This design comes from an exercise in tuning for small area and a short achievable clock period on the open sky130 flow, not from production work.
In this exercise RTL edits were held to simulation tests only and were not proved equivalent to the original.
Power and IR drop assume default switching activity.

File: standard.sh
#!/bin/bash
# synth_recipe.tcl (not shown) runs the flow's synth.tcl, then flattens the netlist and writes it again
# the make line also repeats each setting of config.mk as NAME=value (left out here)
make -C /OpenROAD-flow-scripts/flow DESIGN_CONFIG=/design/flow/config.mk WORK_HOME=/design/flow/orfs CLKGATE_MAP_FILE= SYNTH_SCRIPT=/design/flow/synth_recipe.tcl "${@:-finish}"
File: design.v
package dac_pkg;
    typedef enum logic [1:0] {IDLE, PRIME, PLAY} state_t;
    localparam int ADDR_W_DEF = 8;
    localparam int DATA_W_DEF = 8;
    localparam logic [7:0] IDLE_CODE = 8'd128;
endpackage
module dac_aoi222 (
    input  logic a0, b0, a1, b1, a2, b2,
    output logic y
);
    assign y = !((a0 && b0) || (a1 && b1) || (a2 && b2));
endmodule
module dac_nand #(parameter int W = 4) (
    input  logic [W-1:0] a,
    output logic         y
);
    assign y = !(&a);
endmodule
module dac_nor #(parameter int W = 4) (
    input  logic [W-1:0] a,
    output logic         y
);
    assign y = !(|a);
endmodule
module dac_sample_ram #(
    parameter int ADDR_W = 8,
    parameter int DATA_W = 8,
    parameter int GRP_W  = 3
) (
    input  logic                            clk_35M,
    input  logic [2**(ADDR_W/2)-1:0]        wr_row,    
    input  logic [2**(ADDR_W-ADDR_W/2)-1:0] wr_col,    
    input  logic [DATA_W-1:0]               wr_data,
    input  logic [2**(ADDR_W-GRP_W)-1:0]    rd_sel,    
    output logic [2**GRP_W*DATA_W-1:0]      rd_grp_n
);
    localparam int N  = 2**ADDR_W;
    localparam int NG = 2**GRP_W;
    localparam int GN = 2**(ADDR_W-GRP_W);
    localparam int NT = GN / 3;               
    localparam int NR = GN - 3 * NT;          
    localparam int NX = NT + (NR > 0 ? 1 : 0);
    localparam int NC = (NX + 3) / 4;         
    logic [N*DATA_W-1:0]       mem;
    logic [N-1:0]              we;
    logic [NG*DATA_W-1:0]      rd_nor;
    always_comb
        for (int w = 0; w < N; w++)
            we[w] = wr_row[w >> (ADDR_W-ADDR_W/2)] && wr_col[w % 2**(ADDR_W-ADDR_W/2)];
    for (genvar w = 0; w < N; w++) begin : g_word
        always_ff @(posedge clk_35M)
            if (we[w]) mem[w*DATA_W +: DATA_W] <= wr_data;
    end
    for (genvar g = 0; g < NG; g++) begin : g_grp
        for (genvar b = 0; b < DATA_W; b++) begin : g_bit
            logic [NX-1:0] x;    
            logic [NC-1:0] c;    
            for (genvar t = 0; t < NT; t++) begin : g_t
                dac_aoi222 u_aoi (
                    .a0(rd_sel[3*t]),   .b0(mem[(g*GN+3*t)*DATA_W + b]),
                    .a1(rd_sel[3*t+1]), .b1(mem[(g*GN+3*t+1)*DATA_W + b]),
                    .a2(rd_sel[3*t+2]), .b2(mem[(g*GN+3*t+2)*DATA_W + b]),
                    .y(x[t])
                );
            end
            if (NR == 1) begin : g_r1
                assign x[NT] = !(rd_sel[3*NT] && mem[(g*GN+3*NT)*DATA_W + b]);
            end else if (NR == 2) begin : g_r2
                assign x[NT] = !((rd_sel[3*NT] && mem[(g*GN+3*NT)*DATA_W + b]) ||
                                 (rd_sel[3*NT+1] && mem[(g*GN+3*NT+1)*DATA_W + b]));
            end
            for (genvar k = 0; k < NC; k++) begin : g_c
                localparam int K0 = 4 * k;
                localparam int KW = NX - K0 < 4 ? NX - K0 : 4;
                dac_nand #(.W(KW)) u_nand (.a(x[K0 +: KW]), .y(c[k]));
            end
            dac_nor #(.W(NC)) u_nor (.a(c), .y(rd_nor[g*DATA_W + b]));
        end
    end
    always_ff @(posedge clk_35M) rd_grp_n <= rd_nor;
endmodule
module dac_playback #(
    parameter int ADDR_W = dac_pkg::ADDR_W_DEF,
    parameter int DATA_W = dac_pkg::DATA_W_DEF,
    parameter logic [DATA_W-1:0] IDLE_CODE = DATA_W'(dac_pkg::IDLE_CODE)
) (
    input logic clk_35M,
    input logic rst,
    input  logic              wr_en,
    input  logic [ADDR_W-1:0] wr_addr,
    input  logic [DATA_W-1:0] wr_data,
    input  logic              start,
    input  logic              stop,
    input  logic [ADDR_W-1:0] len,
    input  logic              loop,
    input  logic [7:0]        div,
    input  logic              test_ramp,
    output logic [DATA_W-1:0] da_data,
    output logic              sample_stb,
    output logic              busy,
    output logic              done
);
    localparam int GRP_W = 3;
    localparam int LW    = ADDR_W - GRP_W;
    logic              prime;      
    logic              idle;       
    logic              bnd;        
    logic              bnd_n;      
    logic              play;
    logic              end_now;
    logic              wrap;
    logic [ADDR_W-1:0] len_q;
    logic [ADDR_W-1:0] ra;         
    logic [2**LW-1:0]  rs;         
    logic              eq;         
    logic [7:0]        div_q;
    logic              div_z;
    logic [7:0]        cnt;
    logic              loop_q;
    logic              stop_q;
    logic              first;
    logic              last;
    logic              ramp_q;
    logic [DATA_W-1:0] ramp_v;
    logic [2**GRP_W*DATA_W-1:0] rd_grp_n;
    logic [2**GRP_W-1:0] rd_gsel;  
    logic [DATA_W-1:0] rd_data;
    logic [DATA_W-1:0] da_q;       
    localparam int HW = ADDR_W / 2;
    logic [2**HW-1:0]  wr_row;
    logic [2**(ADDR_W-HW)-1:0] wr_col;
    assign da_data = da_q ^ IDLE_CODE;
    assign play    = !idle && !prime;
    assign end_now = !first && (last || stop_q);
    assign wrap    = ra == len_q;
    always_comb begin
        rd_data = '0;
        for (int g = 0; g < 2**GRP_W; g++)
            rd_data = rd_data | ({DATA_W{rd_gsel[g]}} & ~rd_grp_n[g*DATA_W +: DATA_W]);
    end
    always_comb begin
        for (int i = 0; i < 2**HW; i++)
            wr_row[i] = wr_en && wr_addr[ADDR_W-1:ADDR_W-HW] == HW'(i);
        for (int i = 0; i < 2**(ADDR_W-HW); i++)
            wr_col[i] = wr_addr[ADDR_W-HW-1:0] == (ADDR_W-HW)'(i);
    end
    always_comb begin
        if (prime)      bnd_n = 1'b1;
        else if (!play) bnd_n = 1'b0;
        else if (bnd)   bnd_n = !end_now && div_z;
        else            bnd_n = cnt == 8'd1;
    end
    dac_sample_ram #(.ADDR_W(ADDR_W), .DATA_W(DATA_W), .GRP_W(GRP_W)) u_ram (
        .clk_35M(clk_35M),
        .wr_row(wr_row),
        .wr_col(wr_col),
        .wr_data(wr_data),
        .rd_sel(rs),
        .rd_grp_n(rd_grp_n)
    );
    always_ff @(posedge clk_35M or posedge rst) begin
        if (rst) begin
            prime      <= 1'b0;
            bnd        <= 1'b0;
            da_q       <= '0;
            sample_stb <= 1'b0;
            busy       <= 1'b0;
            idle       <= 1'b1;
            done       <= 1'b0;
        end else begin
            sample_stb <= 1'b0;
            done       <= 1'b0;
            bnd        <= bnd_n;
            if (idle) begin
                if (start) begin
                    prime <= 1'b1;
                    busy  <= 1'b1;
                    idle  <= 1'b0;
                end
            end else if (prime) begin
                prime <= 1'b0;
            end else if (bnd) begin
                if (end_now) begin
                    busy    <= 1'b0;
                    idle    <= 1'b1;
                    done    <= 1'b1;
                    da_q    <= '0;
                end else begin
                    da_q       <= ({DATA_W{ramp_q}} & (ramp_v ^ IDLE_CODE)) |
                                  ({DATA_W{!ramp_q}} & (rd_data ^ IDLE_CODE));
                    sample_stb <= 1'b1;
                end
            end
        end
    end
    always_ff @(posedge clk_35M) begin
        eq      <= wrap;
        for (int g = 0; g < 2**GRP_W; g++)
            rd_gsel[g] <= ra[ADDR_W-1 -: GRP_W] == GRP_W'(g);
        if (bnd_n) begin
            ra <= wrap ? '0 : ra + 1'b1;
            rs <= wrap ? (2**LW)'(1) : {rs[2**LW-2:0], rs[2**LW-1]};
        end
        if (idle) begin
            len_q  <= len;
            div_q  <= div;
            div_z  <= div == 8'd0;
            loop_q <= loop;
            ra     <= '0;
            rs     <= (2**LW)'(1);
            stop_q <= 1'b0;
            first  <= 1'b1;
            last   <= 1'b0;
            ramp_q <= test_ramp;
            ramp_v <= '0;
        end else if (prime) begin
            stop_q <= stop;
        end else begin
            if (stop) stop_q <= 1'b1;
            if (!bnd) cnt <= cnt - 1'b1;
            else if (!end_now) begin
                cnt    <= div_q;
                first  <= 1'b0;
                last   <= !ramp_q && !loop_q && eq;
                ramp_v <= ramp_v + 1'b1;
            end
        end
    end
endmodule
File: config.mk
export PLATFORM = sky130hd
export DESIGN_NAME = dac_playback
export DESIGN_NICKNAME = dac_playback
export VERILOG_FILES = /design/flow/design.v
export SDC_FILE = /design/flow/constraint.sdc
export NUM_CORES = 4
export LEC_CHECK = 0
export CAP_MARGIN = 20
export CORE_MARGIN = 2
export CORE_UTILIZATION = 62
export SETUP_SLACK_MARGIN = 3.8
export SLEW_MARGIN = 20
export SYNTH_HIERARCHICAL = 1
export TNS_END_PERCENT = 100
File: constraint.sdc
create_clock -name core_clock -period 6.0 [get_ports {clk_35M}]
set_input_delay 1.2000 -clock core_clock [delete_from_list [all_inputs] [get_ports {clk_35M}]]
set_output_delay 1.2000 -clock core_clock [all_outputs]
set_load 0.01 [all_outputs]
File: flow/run.sh
#!/bin/bash
# The standard layout (standard.sh: ORFS from synthesis to finish) with two changes:
# - the port buffers are buf_4 cells (the default picks a delay cell);
# - clock tree synthesis builds the tree from buf_12 cells (buf_16 at the root), with sink clusters
#   of up to 25 registers and no dummy loads: fewer, faster clock buffers.
# make's full output goes to flow_make.log here; ORFS keeps each step's log under orfs/logs.
set -euo pipefail
bash standard.sh \
  BUFFER_PORTS_ARGS="-buffer_cell sky130_fd_sc_hd__buf_4" \
  CTS_ARGS="-sink_clustering_enable -repair_clock_nets -dont_use_dummy_load -sink_clustering_size 25 -sink_clustering_max_diameter 150 -buf_list sky130_fd_sc_hd__buf_12 -root_buf sky130_fd_sc_hd__buf_16" \
  finish > flow_make.log 2>&1
==> notes.md, run 1 <==
htree depth=3; Die Y=approximately 360 µm; Pre-antenna DRT Iters=13; fin crit period=around 2400 ps; Worst Setup Path Type=reg2out; largest net degree at the start of global routing=120; HPWL Detailed=131,000 µm; synth top area cells=edfxtp_1 (80%), a222oi_1 (8.2%), dfxtp_1 (3.2%), and2_1 (2.1%), nand4_1 (1.0%); Place WS=around 2300 ps; Cell Chain, Critical Path=inv_2 -> buf_6; sequential share of the synthesized area=0.835; cts hold-fix bufs=0; Final Wtd Congestion=about 0.94; syn_nets=3,896; Cells after Synth=3,853; Max-slew headroom=0.300; Finish-stage setup viols=0; fraction of layout instances using a drive strength above 1=0.175; Ports=50; Worst path slowest cell=dfrtp_1; Rows=130; count of flip-flops with a built-in enable after synthesis=around 2,100; CP Launch Type=flop; Residual DRC=0; status=finished clean; Final Hold Viols=0; Root Driver=buf_16; asr flop ratio synth=0.00633; Max stage delay on crit path=400 ps; Longest Clk Path Bufs=3; Post-Route WL=224,000 µm; Yosys cell types=54; Reg clk slew, reported paths=~100 ps; initial DRC count=roughly 11,000; CTS tree=done; register bit total from synthesis=between 2,000 and 2,500; static leakage=around 26 nW; synth warn=8; Slew Limit Fails=0; hold crit path type=reg2reg; CTS buffer count=about 100; power per cell area=~330 nW/µm²; Syn-to-layout area delta=8.76%; Max-Cap Viols=0; vias in the first global route=40,900; Clock Latency Late Sink=~700 ps; critical path required time=between 4000 and 5000 ps; Via density=about 7.7; CTS sink cnt=2,213; wire per inst=between 30 and 40 µm; crit path DAT=around 1200 ps; post-route cell area=about 85,000 µm²; Initial Util=0.623; Clock Skews=roughly 37 ps; Fmax achieved=between 400 and 500 MHz; Core Footprint=between 100,000 and 150,000 µm²; Routed Antenna Nets=0; grt ovf=0; nets=just over 4,000; Port-buffer cells=just under 50; RSZ-0062 raised after global routing=yes; Worst setup EP type=primary output; Setup TNS Final=0 ps; dpl cell area=81,500 µm²; Peak VDD IR=0.271 mV; Top FF cell, synth=edfxtp_1; mapped cell area=roughly 78,000 µm²; Yosys top cell area share=0.799; Setup WS post-layout=roughly 3600 ps; CP Max Fanout=2; Die Width=roughly 360 µm; first-pass GRT wire length=306,000 µm; Worst Max-Slew Pin Slew=1050 ps; gr usage total=0.343; synthesized area per cell=~20 µm²; initial antenna violation count=9; die area=roughly 130,000 µm²; Synth area leader=edfxtp_1; fin crit share=0.404; detailed-route via count=roughly 44,000
[metal layers]
metal  track usage  part of all wire  wire, µm  vias to the layer above
met2         0.521              0.46    102000                     3642
li1              -                 -         -                    17400
met1         0.497              0.37     83400                    22500
met5             0           0.00026        58                        -
met3        0.0806              0.13     29400                      476
met4         0.119             0.042      9330                        8
[timing repair]
action | 4_1_cts | 5_1_grt
cloned | 1 | 2
endpoints found under the setup margin | 2099 | 487
pin swaps | 35 | 15
hold endpoints to repair | 0 | 0
setup buffers | 47 | 16
resized for setup | 84 | 36
[area by class of cell]
| type | count | area (µm²) |
|---|---|---|
| multi-input cells | 1536 | 13200 |
| repair buffers | 189 | 2190 |
| flip-flops and latches | 2213 | 65200 |
| fillers | 7933 | 40400 |
| diodes | 7 | 17.5 |
| inverters | 28 | 118 |
| clock buffers | 98 | 2030 |
| well taps | 1650 | 2060 |
[cell usage after synthesis, drive strengths merged, types with 13 or more instances]
library cell  instances
a21oi                16
a222oi              640
a22oi                97
and2                258
buf                  44
clkbuf               32
dfrtp                13
dfxtp               124
edfxtp             2075
inv                  27
nand2                25
nand3                70
nand4               130
nor2                 84
nor3                 80
o21ai                23
o22ai                26
[modules after synthesis, one instance, submodules excluded, a selection]
module        cell area (µm²)  cells inside  copies in the design  flip-flops and latches
dac_aoi222               10.0             1                   640                       0
dac_playback             4570           479                     1                     101
[power by group]
part | total [W] | switching, W | internal, W | leakage (nW)
clock | 0.00700 | 0.00437 | 0.00263 | 0.950
combinational | 0.00317 | 0.00218 | 0.000996 | 5.10
sequential | 0.0176 | 0.000342 | 0.0173 | 19.9
total | 0.0278 | 0.00689 | 0.0209 | 25.9
[metrics by stage]
step / cells / hold WS [ps] / power (W) / util
final: 5721 / 455 / 0.0278 / 0.677
after global routing: 5714 / 479 / 0.0285 / 0.677
after CTS: 5696 / 457 / 0.0277 / 0.674
after detailed placement: 5550 / 442 / 0.0208 / 0.650
after global placement: 5550 / 448 / 0.0207 / 0.650
after floorplan: 3853 / 433 / 0.0192 / -
[worst paths after layout]
check / from / to / slack, ps / cells past startpoint
min: eq / last / 450 / 2
min reg2reg: eq / last / 450 / 2
max reg2reg: rs[4] / u_ram.rd_grp_n[54] / 3780 / 4
max: da_q[7] / da_data[7] / 3570 / 2
max in group asynchronous: rst / bnd / 5050 / 2
min in group asynchronous: rst / da_q[3] / 560 / 2
[critical path: cells and delay by family (launching register included)]
| kind | cells | cell delay (ps) |
|---|---|---|
| buffers and inverters | 2 | 150 |
| flip-flops | 1 | 400 |
[cell usage in the layout, fill, tap and decap left out, types with 21 or more instances in the layout]
cell type,synthesis,layout
nand3_1,70,69
a222oi_1,640,640
edfxtp_1,2075,2075
a22oi_1,84,84
nand2_1,25,23
nor2_4,0,21
o21ai_0,22,21
o22ai_1,26,25
dfxtp_1,124,91
buf_12,0,130
buf_6,22,32
and2_4,0,192
buf_4,9,102
nand4_1,130,130
nor2_1,84,63
nor3_2,64,60
inv_1,27,23
dfxtp_2,0,23
and2_2,0,57
[logic make-up (layout without fill, tap and decap cells)]
family | count (synthesis) | after routing | share of synthesized area
AOI/OAI and AO/OA | 819 | 819 | 0.0989
muxes | 2 | 2 | 0.000257
adders and majority gates | 4 | 4 | 0.000642
xor gates and xnor gates | 21 | 21 | 0.00236
other | 0 | 7 | 0
buffers and inverters | 104 | 315 | 0.00810
and+or+nand+nor | 690 | 690 | 0.0542
DFF | 2213 | 2213 | 0.835
[registers in the layout, indices dropped and copies added (netlist names), 8 cells and up]
signal and count:
u_ram.mem 2048, u_ram.rd_grp_n 64, rs 32, cnt 8, da_q 8, div_q 8, len_q 8, ra 8
ramp_v 8, rd_gsel 8
==> run 2, diff against run 1 <==
--- a/design.v
+++ b/design.v
@@ -104,5 +104,4 @@
     localparam int LW    = ADDR_W - GRP_W;
     logic              prime;      
-    logic              idle;       
     logic              bnd;        
     logic              bnd_n;      
@@ -131,5 +130,5 @@
     logic [2**(ADDR_W-HW)-1:0] wr_col;
     assign da_data = da_q ^ IDLE_CODE;
-    assign play    = !idle && !prime;
+    assign play    = busy && !prime;
     assign end_now = !first && (last || stop_q);
     assign wrap    = ra == len_q;
@@ -166,5 +165,4 @@
             sample_stb <= 1'b0;
             busy       <= 1'b0;
-            idle       <= 1'b1;
             done       <= 1'b0;
         end else begin
@@ -172,9 +170,8 @@
             done       <= 1'b0;
             bnd        <= bnd_n;
-            if (idle) begin
+            if (!busy) begin
                 if (start) begin
                     prime <= 1'b1;
                     busy  <= 1'b1;
-                    idle  <= 1'b0;
                 end
             end else if (prime) begin
@@ -183,5 +180,4 @@
                 if (end_now) begin
                     busy    <= 1'b0;
-                    idle    <= 1'b1;
                     done    <= 1'b1;
                     da_q    <= '0;
@@ -202,5 +198,5 @@
             rs <= wrap ? (2**LW)'(1) : {rs[2**LW-2:0], rs[2**LW-1]};
         end
-        if (idle) begin
+        if (!busy) begin
             len_q  <= len;
             div_q  <= div;
--- a/config.mk
+++ b/config.mk
@@ -9,5 +9,5 @@
 export CORE_MARGIN = 2
 export CORE_UTILIZATION = 62
-export SETUP_SLACK_MARGIN = 3.8
+export SETUP_SLACK_MARGIN = 3.6
 export SLEW_MARGIN = 20
 export SYNTH_HIERARCHICAL = 1
==> notes.md, run 2 <==
wire per inst=38.5 µm (was 39.2 µm); crit path DAT=3020 ps (was 1230 ps); Rows=130 (unchanged); Initial Util=0.622 (was 0.623); gr usage total=0.339 (was 0.343); CTS buffer count=98 (unchanged); Yosys top cell area share=0.800 (was 0.799); fraction of layout instances using a drive strength above 1=0.141 (was 0.175); Fmax achieved=409 MHz (was 412 MHz); max reg flops=2,048 (unchanged); Via density=7.63 (was 7.70); first-pass GRT wire length=303,000 µm (was 306,000 µm); critical path required time=6580 ps (was 4800 ps); fin crit share=0.407 (was 0.404); Commonest cells post-synth=edfxtp_1 (2,075), a222oi_1 (640), and2_1 (258), nand4_1 (133), dfxtp_1 (124) (was edfxtp_1 (2,075), a222oi_1 (640), and2_1 (258), nand4_1 (130), dfxtp_1 (124)); Slew Limit Fails=0 (unchanged); Worst Max-Slew Pin Slew=1230 ps (was 1050 ps); length in cells of the worst reg-to-reg path=5 (was 4); Post-Route WL=219,000 µm (was 224,000 µm); synth warn=8 (unchanged); Final Wtd Congestion=0.974 (was 0.937); Finish-stage setup viols=0 (unchanged); Ports=50 (unchanged); count of flip-flops with a built-in enable after synthesis=2,075 (unchanged); HPWL Detailed=133,000 µm (was 131,000 µm); Largest Register=u_ram.mem (unchanged); Die Y=359 µm (about the same); Peak VDD IR=0.308 mV (was 0.271 mV); Die Width=359 µm (about the same); power per cell area=330 nW/µm² (was 328 nW/µm²); Port-buffer cells=49 (unchanged); status=finished clean (unchanged); RSZ-0062 raised after global routing=yes (unchanged); Worst Setup Path Type=reg2reg (was reg2out); Cells after Synth=3,848 (was 3,853); synth top area cells=edfxtp_1 (80%), a222oi_1 (8.2%), dfxtp_1 (3.2%), and2_1 (2.1%), nand4_1 (1.1%) (was edfxtp_1 (80%), a222oi_1 (8.2%), dfxtp_1 (3.2%), and2_1 (2.1%), nand4_1 (1.0%)); Worst setup EP type=flop (was primary output); Core Footprint=125,000 µm² (unchanged); synthesized area per cell=20.3 µm² (was 20.2 µm²); initial antenna violation count=14 (was 9); grt ovf=0 (unchanged); Clock Latency Late Sink=710 ps (was 700 ps); die area=129,000 µm² (about the same); Longest Clk Path Bufs=3 (unchanged); CTS tree=done (unchanged); Pre-antenna DRT Iters=13 (unchanged); nets=4,072 (was 4,109); asr flop ratio synth=0.00588 (was 0.00633); most common cell after layout, fill and taps aside=edfxtp_1 (unchanged); detailed-route via count=43,400 (was 44,000); CTS sink cnt=2,212 (was 2,213); Max-slew headroom=0.170 (was 0.300); Syn-to-layout area delta=7.30% (was 8.76%); mapped cell area=77,900 µm² (was 78,000 µm²); static leakage=25.4 nW (was 25.9 nW); Setup TNS Final=0 ps (unchanged); registers with the most flip-flops=u_ram.mem (2048), u_ram.rd_grp_n (64), rs (32) (unchanged); WHS Path Cells=2 (unchanged); Residual DRC=0 (unchanged); htree depth=3 (unchanged); Final Hold Viols=0 (unchanged); syn_nets=3,891 (was 3,896); CP Launch Type=flop (unchanged); Yosys cell types=55 (was 54); register bit total from synthesis=2,212 (was 2,213); top-count cell post-synth=edfxtp_1 (unchanged); sequential share of the synthesized area=0.836 (was 0.835); hold crit path type=reg2reg (unchanged); most frequent cells in the layout=edfxtp_1 (2,075), a222oi_1 (640), nand4_1 (133) (was edfxtp_1 (2,075), a222oi_1 (640), and2_4 (192)); cts hold-fix bufs=0 (unchanged); Routed Antenna Nets=0 (unchanged); initial DRC count=11,600 (was 10,900); Top FF cell, synth=edfxtp_1 (unchanged); CP Max Fanout=32 (was 2); Hold WS=499 ps (was 455 ps); Max-Cap Viols=0 (unchanged); Reg clk slew, reported paths=100 ps (about the same); Synth area leader=edfxtp_1 (unchanged); Clock Skews=44.8 ps (was 37.2 ps); vias in the first global route=40,400 (was 40,900); Root Driver=buf_16 (unchanged); largest net degree at the start of global routing=164 (was 120); fin crit period=2440 ps (was 2430 ps)
-- run 2: cell types whose count changed after synthesis, moves of 4 or more --
| cell | change |
|---|---|
| o21ai_0 | -15 |
| o21ai_1 | +11 |
| xnor2_1 | +9 |
| xor2_1 | -9 |
| inv_2 | +6 |
| a21oi_1 | -5 |
| inv_1 | -4 |
-- run 2: final timing paths --
kind | from | endpoint | slack (ps)
setup / recovery | rs[0] | u_ram.rd_grp_n[14] | 3560
hold / removal | eq | last | 500
setup reg to reg | rs[0] | u_ram.rd_grp_n[14] | 3560
hold reg to reg | eq | last | 500
max in group asynchronous | rst | busy | 5040
min in group asynchronous | rst | da_q[4] | 570
-- run 2: layout make-up --
type | count | area (µm²)
flip-flops and latches | 2212 | 65200
inverters | 30 | 118
fillers | 8074 | 41600
clock buffers | 98 | 2030
well taps | 1650 | 2060
diodes | 14 | 35.0
multi-input cells | 1531 | 12700
repair buffers | 156 | 1510
-- run 2: critical path, cell delays in order, from the launching register on --
cell and delay, ps:
dfxtp_2 550, buf_6 330, buf_4 260, a222oi_1 510, nand4_1 250, nor3_2 390
-- run 2: modules after synthesis (local to each module, per instance), excerpt --
module	copies in the design	area (µm²)	flip-flops and latches	cells inside
dac_aoi222	640	10.0	0	1
dac_playback	1	4530	100	474
-- run 2: cells by family (layout without fill, tap and decap cells) --
| logic type | count (synthesis) | after routing | share of synthesized area |
|---|---|---|---|
| flip-flops | 2212 | 2212 | 0.836 |
| AO/OA/AOI/OAI | 814 | 814 | 0.0989 |
| AND/OR/NAND/NOR | 690 | 690 | 0.0543 |
| buffers and inverters | 105 | 284 | 0.00798 |
| XOR/XNOR | 21 | 21 | 0.00236 |
| adder cells (fa/ha/maj) | 4 | 4 | 0.000642 |
| multiplexers | 2 | 2 | 0.000257 |
| other | 0 | 14 | 0 |
-- run 2: report_power, final --
part | leakage (nW) | internal (W) | switching (W)
combinational | 4.55 | 0.000900 | 0.00203
sequential | 19.9 | 0.0173 | 0.000412
clock | 0.950 | 0.00263 | 0.00436
total | 25.4 | 0.0208 | 0.00680
-- run 2: what timing repair did --
action,4_1_cts,5_1_grt
gates resized for setup,35,21
endpoints found under the setup margin,1496,408
setup buffers,21,6
pin swaps,13,7
-- run 2: metal layers --
layer	up-vias	wire (µm)	GRT usage
met2	3570	102000	0.527
li1	17400	-	-
met3	410	27000	0.0780
met4	8	8230	0.109
met1	22100	81300	0.485
met5	-	45	0
-- run 2: metrics by stage --
step           std cells  setup slack [ps]  power (W)  utilization  instance area (µm²)
3_3_place_gp        5552              2360     0.0208        0.647                81100
2_1_floorplan       3848              3500     0.0192            -                78300
5_1_grt             5677              3500     0.0283        0.667                83600
3_5_place_dp        5552              2320     0.0208        0.647                81100
4_1_cts             5671              3520     0.0276        0.666                83400
6_report            5691              3560     0.0276        0.668                83600
==> run 3, diff against run 2 <==
--- a/design.v
+++ b/design.v
@@ -104,4 +104,5 @@
     localparam int LW    = ADDR_W - GRP_W;
     logic              prime;      
+    logic              idle;       
     logic              bnd;        
     logic              bnd_n;      
@@ -124,4 +125,10 @@
     logic [2**GRP_W*DATA_W-1:0] rd_grp_n;
     logic [2**GRP_W-1:0] rd_gsel;  
+    logic              rd_rsel;    
+    logic              stop_n;     
+    logic              first_n;
+    logic              last_n;
+    logic              ramp_n;
+    logic              show_n;     
     logic [DATA_W-1:0] rd_data;
     logic [DATA_W-1:0] da_q;       
@@ -130,11 +137,32 @@
     logic [2**(ADDR_W-HW)-1:0] wr_col;
     assign da_data = da_q ^ IDLE_CODE;
-    assign play    = busy && !prime;
+    assign play    = !idle && !prime;
     assign end_now = !first && (last || stop_q);
     assign wrap    = ra == len_q;
     always_comb begin
-        rd_data = '0;
+        rd_data = {DATA_W{rd_rsel}} & (ramp_v ^ IDLE_CODE);
         for (int g = 0; g < 2**GRP_W; g++)
-            rd_data = rd_data | ({DATA_W{rd_gsel[g]}} & ~rd_grp_n[g*DATA_W +: DATA_W]);
+            rd_data = rd_data | ({DATA_W{rd_gsel[g]}} & (~rd_grp_n[g*DATA_W +: DATA_W] ^ IDLE_CODE));
+    end
+    always_comb begin
+        stop_n  = stop_q;
+        first_n = first;
+        last_n  = last;
+        ramp_n  = ramp_q;
+        if (idle) begin
+            stop_n  = 1'b0;
+            first_n = 1'b1;
+            last_n  = 1'b0;
+            ramp_n  = test_ramp;
+        end else if (prime) begin
+            stop_n = stop;
+        end else begin
+            if (stop) stop_n = 1'b1;
+            if (bnd && !end_now) begin
+                first_n = 1'b0;
+                last_n  = !ramp_q && !loop_q && eq;
+            end
+        end
+        show_n = bnd_n && !(!first_n && (last_n || stop_n));
     end
     always_comb begin
@@ -165,4 +193,5 @@
             sample_stb <= 1'b0;
             busy       <= 1'b0;
+            idle       <= 1'b1;
             done       <= 1'b0;
         end else begin
@@ -170,19 +199,19 @@
             done       <= 1'b0;
             bnd        <= bnd_n;
-            if (!busy) begin
+            if (idle) begin
                 if (start) begin
                     prime <= 1'b1;
                     busy  <= 1'b1;
+                    idle  <= 1'b0;
                 end
             end else if (prime) begin
                 prime <= 1'b0;
             end else if (bnd) begin
+                da_q <= rd_data;
                 if (end_now) begin
                     busy    <= 1'b0;
+                    idle    <= 1'b1;
                     done    <= 1'b1;
-                    da_q    <= '0;
                 end else begin
-                    da_q       <= ({DATA_W{ramp_q}} & (ramp_v ^ IDLE_CODE)) |
-                                  ({DATA_W{!ramp_q}} & (rd_data ^ IDLE_CODE));
                     sample_stb <= 1'b1;
                 end
@@ -193,10 +222,15 @@
         eq      <= wrap;
         for (int g = 0; g < 2**GRP_W; g++)
-            rd_gsel[g] <= ra[ADDR_W-1 -: GRP_W] == GRP_W'(g);
+            rd_gsel[g] <= show_n && !ramp_n && ra[ADDR_W-1 -: GRP_W] == GRP_W'(g);
+        rd_rsel <= show_n && ramp_n;
+        stop_q  <= stop_n;
+        first   <= first_n;
+        last    <= last_n;
+        ramp_q  <= ramp_n;
         if (bnd_n) begin
             ra <= wrap ? '0 : ra + 1'b1;
             rs <= wrap ? (2**LW)'(1) : {rs[2**LW-2:0], rs[2**LW-1]};
         end
-        if (!busy) begin
+        if (idle) begin
             len_q  <= len;
             div_q  <= div;
@@ -205,18 +239,9 @@
             ra     <= '0;
             rs     <= (2**LW)'(1);
-            stop_q <= 1'b0;
-            first  <= 1'b1;
-            last   <= 1'b0;
-            ramp_q <= test_ramp;
             ramp_v <= '0;
-        end else if (prime) begin
-            stop_q <= stop;
-        end else begin
-            if (stop) stop_q <= 1'b1;
+        end else if (!prime) begin
             if (!bnd) cnt <= cnt - 1'b1;
             else if (!end_now) begin
                 cnt    <= div_q;
-                first  <= 1'b0;
-                last   <= !ramp_q && !loop_q && eq;
                 ramp_v <= ramp_v + 1'b1;
             end
==> notes.md, run 3 <==
status=finished clean (unchanged); Slew Limit Fails=0 (unchanged); Syn-to-layout area delta=7.62% (was 7.30%); CTS buffer count=98 (unchanged); Clock power frac=0.255 (was 0.253); Max-Cap Viols=0 (unchanged); Cell Chain, Critical Path=buf_4 -> buf_4 -> a222oi_1 -> nand4_1 -> nor3_2 (was buf_6 -> buf_4 -> a222oi_1 -> nand4_1 -> nor3_2); Setup WS post-layout=3560 ps (about the same); Core Footprint=125,000 µm² (unchanged); wire per inst=38.8 µm (was 38.5 µm); initial DRC count=10,100 (was 11,600); fraction of layout instances using a drive strength above 1=0.143 (was 0.141); Finish-stage setup viols=0 (unchanged); synth warn=8 (unchanged); sw frac=0.241 (was 0.246); Final Wtd Congestion=0.944 (was 0.974); Rows=130 (unchanged); Clock Latency Late Sink=720 ps (was 710 ps); max reg flops=2,048 (unchanged); register bit total from synthesis=2,214 (was 2,212); power per cell area=327 nW/µm² (was 330 nW/µm²); Die Y=359 µm (about the same); synthesized area per cell=20.3 µm² (about the same); fin crit period=2440 ps (about the same); FILL cells=8,041 (was 8,074); Die Width=359 µm (about the same); Residual DRC=0 (unchanged); htree depth=3 (unchanged); Synth area leader=edfxtp_1 (unchanged); die area=129,000 µm² (about the same); registers with the most flip-flops=u_ram.mem (2048), u_ram.rd_grp_n (64), rs (32) (unchanged); grt ovf=0 (unchanged); Pre-antenna DRT Iters=13 (unchanged); hold crit path type=reg2reg (unchanged); Yosys top cell area share=0.799 (was 0.800); Top FF cell, synth=edfxtp_1 (unchanged); Commonest cells post-synth=edfxtp_1 (2,074), a222oi_1 (641), and2_1 (259), nand4_1 (132), dfxtp_1 (126) (was edfxtp_1 (2,075), a222oi_1 (640), and2_1 (258), nand4_1 (133), dfxtp_1 (124)); GRT met1 Usage=0.473 (was 0.485); sequential share of the synthesized area=0.835 (was 0.836); Comb power frac=0.097 (was 0.106); Routed Antenna Nets=0 (unchanged); Root Driver=buf_16 (unchanged); Critical Path Most Common Cell=buf_4; Worst Max-Slew Pin Slew=1060 ps (was 1230 ps); Setup TNS Final=0 ps (unchanged); CP Launch Type=flop (unchanged); Place WS=2210 ps (was 2320 ps); most common cell after layout, fill and taps aside=edfxtp_1 (unchanged); HPWL Detailed=137,000 µm (was 133,000 µm); Longest Clk Path Bufs=3 (unchanged); Post-Route WL=221,000 µm (was 219,000 µm); Reg power frac=0.648 (was 0.641); Max-slew headroom=0.295 (was 0.170); critical path required time=6580 ps (about the same); Switch Pwr=0.00662 W (was 0.00680 W); Max stage delay on crit path=620 ps (was 550 ps); Worst Setup Path Type=reg2reg (unchanged); CTS tree=done (unchanged); Reg clk slew, reported paths=100 ps (about the same); nets=4,081 (was 4,072); RSZ-0062 raised after global routing=yes (unchanged); Worst path slowest cell=a222oi_1 (was dfxtp_2); CTS sink cnt=2,214 (was 2,212); gr usage total=0.342 (was 0.339); Final Hold Viols=0 (unchanged); crit path DAT=3020 ps (about the same); Via density=7.59 (was 7.63); syn_nets=3,891 (unchanged); Largest Register=u_ram.mem (unchanged); Peak VDD IR=0.264 mV (was 0.308 mV); met3 usage=0.0766 (was 0.0780); mapped cell area=78,000 µm² (was 77,900 µm²); Pint=0.0208 W (about the same); asr flop ratio synth=0.00632 (was 0.00588); initial antenna violation count=15 (was 14); static leakage=25.5 nW (was 25.4 nW); CP Max Fanout=34 (was 32); Port-buffer cells=49 (unchanged); vias in the first global route=40,800 (was 40,400); Yosys cell types=60 (was 55); synth top area cells=edfxtp_1 (80%), a222oi_1 (8.2%), dfxtp_1 (3.2%), and2_1 (2.1%), nand4_1 (1.1%) (unchanged); worst path bufs/invs=2 (unchanged); fin crit share=0.407 (about the same); Cells after Synth=3,848 (unchanged); critical path's top delay family=simple AND/OR/NAND/NOR gates (unchanged); Worst setup EP type=flop (unchanged); Fmax achieved=409 MHz (about the same); largest net degree at the start of global routing=135 (was 164); Initial Util=0.623 (was 0.622); top-count cell post-synth=edfxtp_1 (unchanged); first-pass GRT wire length=305,000 µm (was 303,000 µm); most frequent cells in the layout=edfxtp_1 (2,074), a222oi_1 (641), nand4_1 (132) (was edfxtp_1 (2,075), a222oi_1 (640), nand4_1 (133)); Most Used Layer, Global Route=met2 (unchanged); detailed-route via count=43,300 (was 43,400); Clock Skews=70.0 ps (was 44.8 ps); count of flip-flops with a built-in enable after synthesis=2,074 (was 2,075); Ports=50 (unchanged); met2 usage in global routing=0.546 (was 0.527)
[run 3: logic make-up (layout without fill, tap and decap cells)]
family                     count (synthesis)  count (layout)  synth area share
buffers and inverters                     95             283           0.00765
DFF                                     2214            2214             0.835
other                                      0              14                 0
and+or+nand+nor                          694             694            0.0546
adders and majority gates                  4               4          0.000642
xor gates and xnor gates                  21              21           0.00236
AOI/OAI and AO/OA                        817             817            0.0989
muxes                                      3               3          0.000401
[run 3: stage by stage]
step | utilization | hold slack [ps] | total power [W] | instance area (µm²) | std cells
finish | 0.670 | 526 | 0.0274 | 83900 | 5700
global route | 0.670 | 572 | 0.0282 | 83900 | 5688
CTS | 0.668 | 513 | 0.0275 | 83700 | 5679
detailed placement | 0.649 | 502 | 0.0206 | 81200 | 5561
global placement | 0.648 | 469 | 0.0205 | 81200 | 5560
floorplan | - | 450 | 0.0191 | 78300 | 3848
[run 3: worst paths after layout]
path | start | endpoint | slack [ps] | depth (start not counted)
worst max-delay path | rs[21] | u_ram.rd_grp_n[10] | 3560 | 5
min in group asynchronous | rst | bnd | 560 | 2
worst max register to register | rs[21] | u_ram.rd_grp_n[10] | 3560 | 5
worst min register to register | da_q[7] | da_q[7] | 530 | 2
max in group asynchronous | rst | da_q[6] | 5050 | 2
worst min-delay path | da_q[7] | da_q[7] | 530 | 2
[run 3: Yosys stat by module, one instance, submodules excluded, a selection]
module | copies in the design | flip-flops and latches | area (µm²)
dac_aoi222 | 640 | 0 | 10.0
dac_playback | 1 | 102 | 4580
[run 3: timing repair]
| action | CTS | global route |
|---|---|---|
| hold buffers | 0 | 0 |
| cloned | 1 | 0 |
| pin swaps | 16 | 10 |
| resized for setup | 33 | 46 |
| endpoints found under the setup margin | 969 | 580 |
| buffers inserted | 19 | 7 |
| hold endpoints to repair | 0 | 0 |
[run 3: tightest hold or removal path, cell delays in order, from the launching register on]
cell	delay, ps
dfrtp_1	370
nand2_1	50
o21ai_0	70
[run 3: routing by layer]
metal,vias up,wire (µm)
met5,-,54
met2,3436,106000
met1,22000,80500
met4,8,7340
met3,372,27000
li1,17400,-
[run 3: layout make-up]
class                      count  area, µm²  share of cell area
sequential                  2214      65200               0.777
multi-input combinational   1539      12800               0.152
tap                         1650       2060              0.0246
clock buffer                  98       2030              0.0242
timing repair buffer         165       1750              0.0208
inverter                      20       87.6             0.00104
antenna                       14       35.0            0.000417
[run 3: power by group through the flow]
stage | Combinational, W | Clock, W | Sequential [W]
floorplan | 0.00120 | 0 | 0.0179
global placement | 0.00246 | 0 | 0.0181
detailed placement | 0.00250 | 0 | 0.0181
CTS | 0.00260 | 0.00710 | 0.0178
global route | 0.00279 | 0.00760 | 0.0178
finish | 0.00266 | 0.00701 | 0.0178
==> run 4, diff against run 3 <==
--- a/config.mk
+++ b/config.mk
@@ -9,5 +9,5 @@
 export CORE_MARGIN = 2
 export CORE_UTILIZATION = 62
-export SETUP_SLACK_MARGIN = 3.6
+export SETUP_SLACK_MARGIN = 3.8
 export SLEW_MARGIN = 20
 export SYNTH_HIERARCHICAL = 1
==> notes.md, run 4 <==
Die Y=359 µm (unchanged); Setup TNS Final=0 ps (unchanged); Commonest cells post-synth=edfxtp_1 (2,074), a222oi_1 (641), and2_1 (259), nand4_1 (132), dfxtp_1 (126) (unchanged); Routed Antenna Nets=0 (unchanged); count of flip-flops with a built-in enable after synthesis=2,074 (unchanged); Port-buffer cells=49 (unchanged); CP Max Fanout=2 (was 34); CTS tree=done (unchanged); htree depth=3 (unchanged); Clock Skews=47.2 ps (was 70.0 ps); die area=129,000 µm² (unchanged); Worst setup EP type=primary output (was flop); Die Width=359 µm (unchanged); Max-Cap Viols=0 (unchanged); Slew Limit Fails=0 (unchanged); CTS sink cnt=2,214 (unchanged); initial antenna violation count=13 (was 15); fraction of layout instances using a drive strength above 1=0.171 (was 0.143); fin crit share=0.418 (was 0.407); fin crit period=2510 ps (was 2440 ps); power per cell area=325 nW/µm² (was 327 nW/µm²); synthesized area per cell=20.3 µm² (unchanged); Residual DRC=0 (unchanged); Clock Latency Late Sink=710 ps (was 720 ps); cts hold-fix bufs=0 (unchanged); hold crit path type=reg2reg (unchanged); Pre-antenna DRT Iters=10 (was 13); Synth area leader=edfxtp_1 (unchanged); Core Footprint=125,000 µm² (unchanged); vias in the first global route=41,100 (was 40,800); RSZ-0062 raised after global routing=yes (unchanged); CP Launch Type=flop (unchanged); crit path DAT=1310 ps (was 3020 ps); syn_nets=3,891 (unchanged); Worst Max-Slew Pin Slew=1100 ps (was 1060 ps); detailed-route via count=43,500 (was 43,300); non-filler cells, final=5,695 (was 5,700); status=finished clean (unchanged); Peak VDD IR=0.284 mV (was 0.264 mV); wire per inst=38.7 µm (was 38.8 µm); Post-Route WL=220,000 µm (was 221,000 µm); synth warn=8 (unchanged); largest net degree at the start of global routing=125 (was 135); critical path required time=4800 ps (was 6580 ps); hold_sp=rs[0] (was da_q[7]); worst setup path start=da_q[7] (was rs[21]); Largest Register=u_ram.mem (unchanged); Yosys top cell area share=0.799 (unchanged); most common cell after layout, fill and taps aside=edfxtp_1 (unchanged); grt ovf=0 (unchanged); Fmax achieved=399 MHz (was 409 MHz); Syn-to-layout area delta=8.31% (was 7.62%); Final Wtd Congestion=0.981 (was 0.944); static leakage=25.7 nW (was 25.5 nW); Max-slew headroom=0.267 (was 0.295); asr flop ratio synth=0.00632 (unchanged); synth top area cells=edfxtp_1 (80%), a222oi_1 (8.2%), dfxtp_1 (3.2%), and2_1 (2.1%), nand4_1 (1.1%) (unchanged); top-count cell post-synth=edfxtp_1 (unchanged); most frequent cells in the layout=edfxtp_1 (2,074), a222oi_1 (641), and2_4 (188) (was edfxtp_1 (2,074), a222oi_1 (641), nand4_1 (132)); reg2reg start=rs[22] (was rs[21]); Ports=50 (unchanged); nets=4,088 (was 4,081); first-pass GRT wire length=304,000 µm (was 305,000 µm); initial DRC count=10,100 (about the same); Reg clk slew, reported paths=100 ps (about the same); r2r setup slk=3710 ps (was 3560 ps); register bit total from synthesis=2,214 (unchanged); Finish-stage setup viols=0 (unchanged); CTS buffer count=98 (unchanged); Longest Clk Path Bufs=3 (unchanged); Inst Count DP=5,548 (was 5,561); Cells after Synth=3,848 (unchanged); gr usage total=0.340 (was 0.342); registers with the most flip-flops=u_ram.mem (2048), u_ram.rd_grp_n (64), rs (32) (unchanged); mapped cell area=78,000 µm² (unchanged); Yosys cell types=60 (unchanged); Rows=130 (unchanged); Via density=7.64 (was 7.59); sequential share of the synthesized area=0.835 (unchanged); Worst Setup Path Type=reg2out (was reg2reg); max reg flops=2,048 (unchanged); Root Driver=buf_16 (unchanged); HPWL Detailed=132,000 µm (was 137,000 µm); Initial Util=0.623 (unchanged); FILL cells=7,927 (was 8,041); utilization after layout=0.674 (was 0.670); Top FF cell, synth=edfxtp_1 (unchanged); Final Hold Viols=0 (unchanged)
-- run 4: cell types whose count changed in the layout (fill, tap and decap cells not counted), sizes merged --
cell,delta
clkbuf,+2
bufbuf,-1
diode,-12
buf,+6
-- run 4: report_power, final --
part / leakage [nW] / switching, W / internal [W] / total [W]
registers: 19.9 / 0.000471 / 0.0173 / 0.0178
clock network: 0.950 / 0.00439 / 0.00263 / 0.00702
logic: 4.90 / 0.00183 / 0.000873 / 0.00270
total: 25.7 / 0.00669 / 0.0208 / 0.0275
-- run 4: critical path: stages (launching register included) --
cell and delay [ps]:
dfrtp_1 450, inv_2 80, buf_6 110
-- run 4: layout make-up --
cell class / instances / area [µm²] / area share
inverters: 20 / 87.6 / 0.00104
multi-input cells: 1539 / 13200 / 0.156
repair buffers: 172 / 1890 / 0.0223
well taps: 1650 / 2060 / 0.0244
clock buffers: 98 / 2030 / 0.0240
flip-flops and latches: 2214 / 65200 / 0.772
diodes: 2 / 5.00 / 0.0000593
-- run 4: layer usage --
layer / track usage / wire [µm] / vias up
met5: 0 / 34 / -
met2: 0.525 / 102000 / 3541
met4: 0.137 / 10400 / 6
li1: - / - / 17400
met3: 0.0646 / 26200 / 451
met1: 0.487 / 82000 / 22100
-- run 4: kinds of logic (layout without fill, tap and decap cells) --
logic type | count (synthesis) | in the layout | synth area share
AND/OR/NAND/NOR | 694 | 694 | 0.0546
XOR/XNOR | 21 | 21 | 0.00236
multiplexers | 3 | 3 | 0.000401
AO/OA/AOI/OAI | 817 | 817 | 0.0989
other | 0 | 2 | 0
buffers and inverters | 95 | 290 | 0.00765
adder cells (fa/ha/maj) | 4 | 4 | 0.000642
flip-flops | 2214 | 2214 | 0.835
-- run 4: repair_timing --
item | 4_1_cts | 5_1_grt
gates cloned | 0 | 0
pin swaps | 36 | 18
resized for setup | 71 | 36
endpoints found under the setup margin | 1774 | 366
buffers inserted | 30 | 17
-- run 4: metrics by stage --
stage          hold slack (ps)  power, W  instance area, µm²  setup slack, ps
4_1_cts                    521    0.0275               84200             3450
3_5_place_dp               505    0.0206               81500             2580
6_report                   525    0.0275               84500             3490
3_3_place_gp               480    0.0206               81500             2550
5_1_grt                    557    0.0282               84500             3460
2_1_floorplan              450    0.0192               78900             3500
-- run 4: worst paths after layout --
kind                                      end  depth (start not counted)
min                                     rs[0]                          2
max                                da_data[7]                          2
max reg2reg                u_ram.rd_grp_n[60]                          4
min reg2reg                             rs[0]                          2
max in group asynchronous                 bnd                          2
min in group asynchronous             da_q[0]                          2
-- run 4: Yosys stat by module, one instance, submodules excluded, a selection --
module	area [µm²]	flip-flops and latches	cells	copies in the design
dac_playback	4580	102	474	1
dac_aoi222	10.0	0	1	640

==> afterwards: timing with drivers on the ports <==
How much do the figures lean on ideal ports? The routed layouts below were timed once more, with nothing changed but the port constraints. Step 1: set_driving_cell puts a clkbuf_16 on clk_35M and a buf_2 on each other input, an assumption about the parent block. Step 2 moves the port delays by t, midway between the first and last clock arrival at a register: inputs arrive t later, outputs are due t later. That takes back most of the time a late clock gives input paths. Three values: no drivers, after step 1, after step 2; two values: the first two.
| run | t (ns) | setup slack, ns | latest minus earliest clock arrival (ns) | slew at the worst register clock pin (ns) |
|---|---|---|---|---|
| run 1 | 0.757 | 3.575 / 3.497 / 3.016 | 0.045 / 0.044 | 0.11 / 0.11 |
| run 2 | 0.764 | 3.557 / 3.479 / 2.733 | 0.047 / 0.047 | 0.10 / 0.10 |
| run 3 | 0.770 | 3.556 / 3.509 / 2.825 | 0.075 / 0.075 | 0.11 / 0.11 |
| run 4 | 0.762 | 3.493 / 3.414 / 3.012 | 0.054 / 0.053 | 0.10 / 0.10 |
After both steps every run listed still meets setup and hold. For run 2, which loses most, drivers alone change the setup slack by -0.078 ns; drivers and shift together by -0.824 ns.
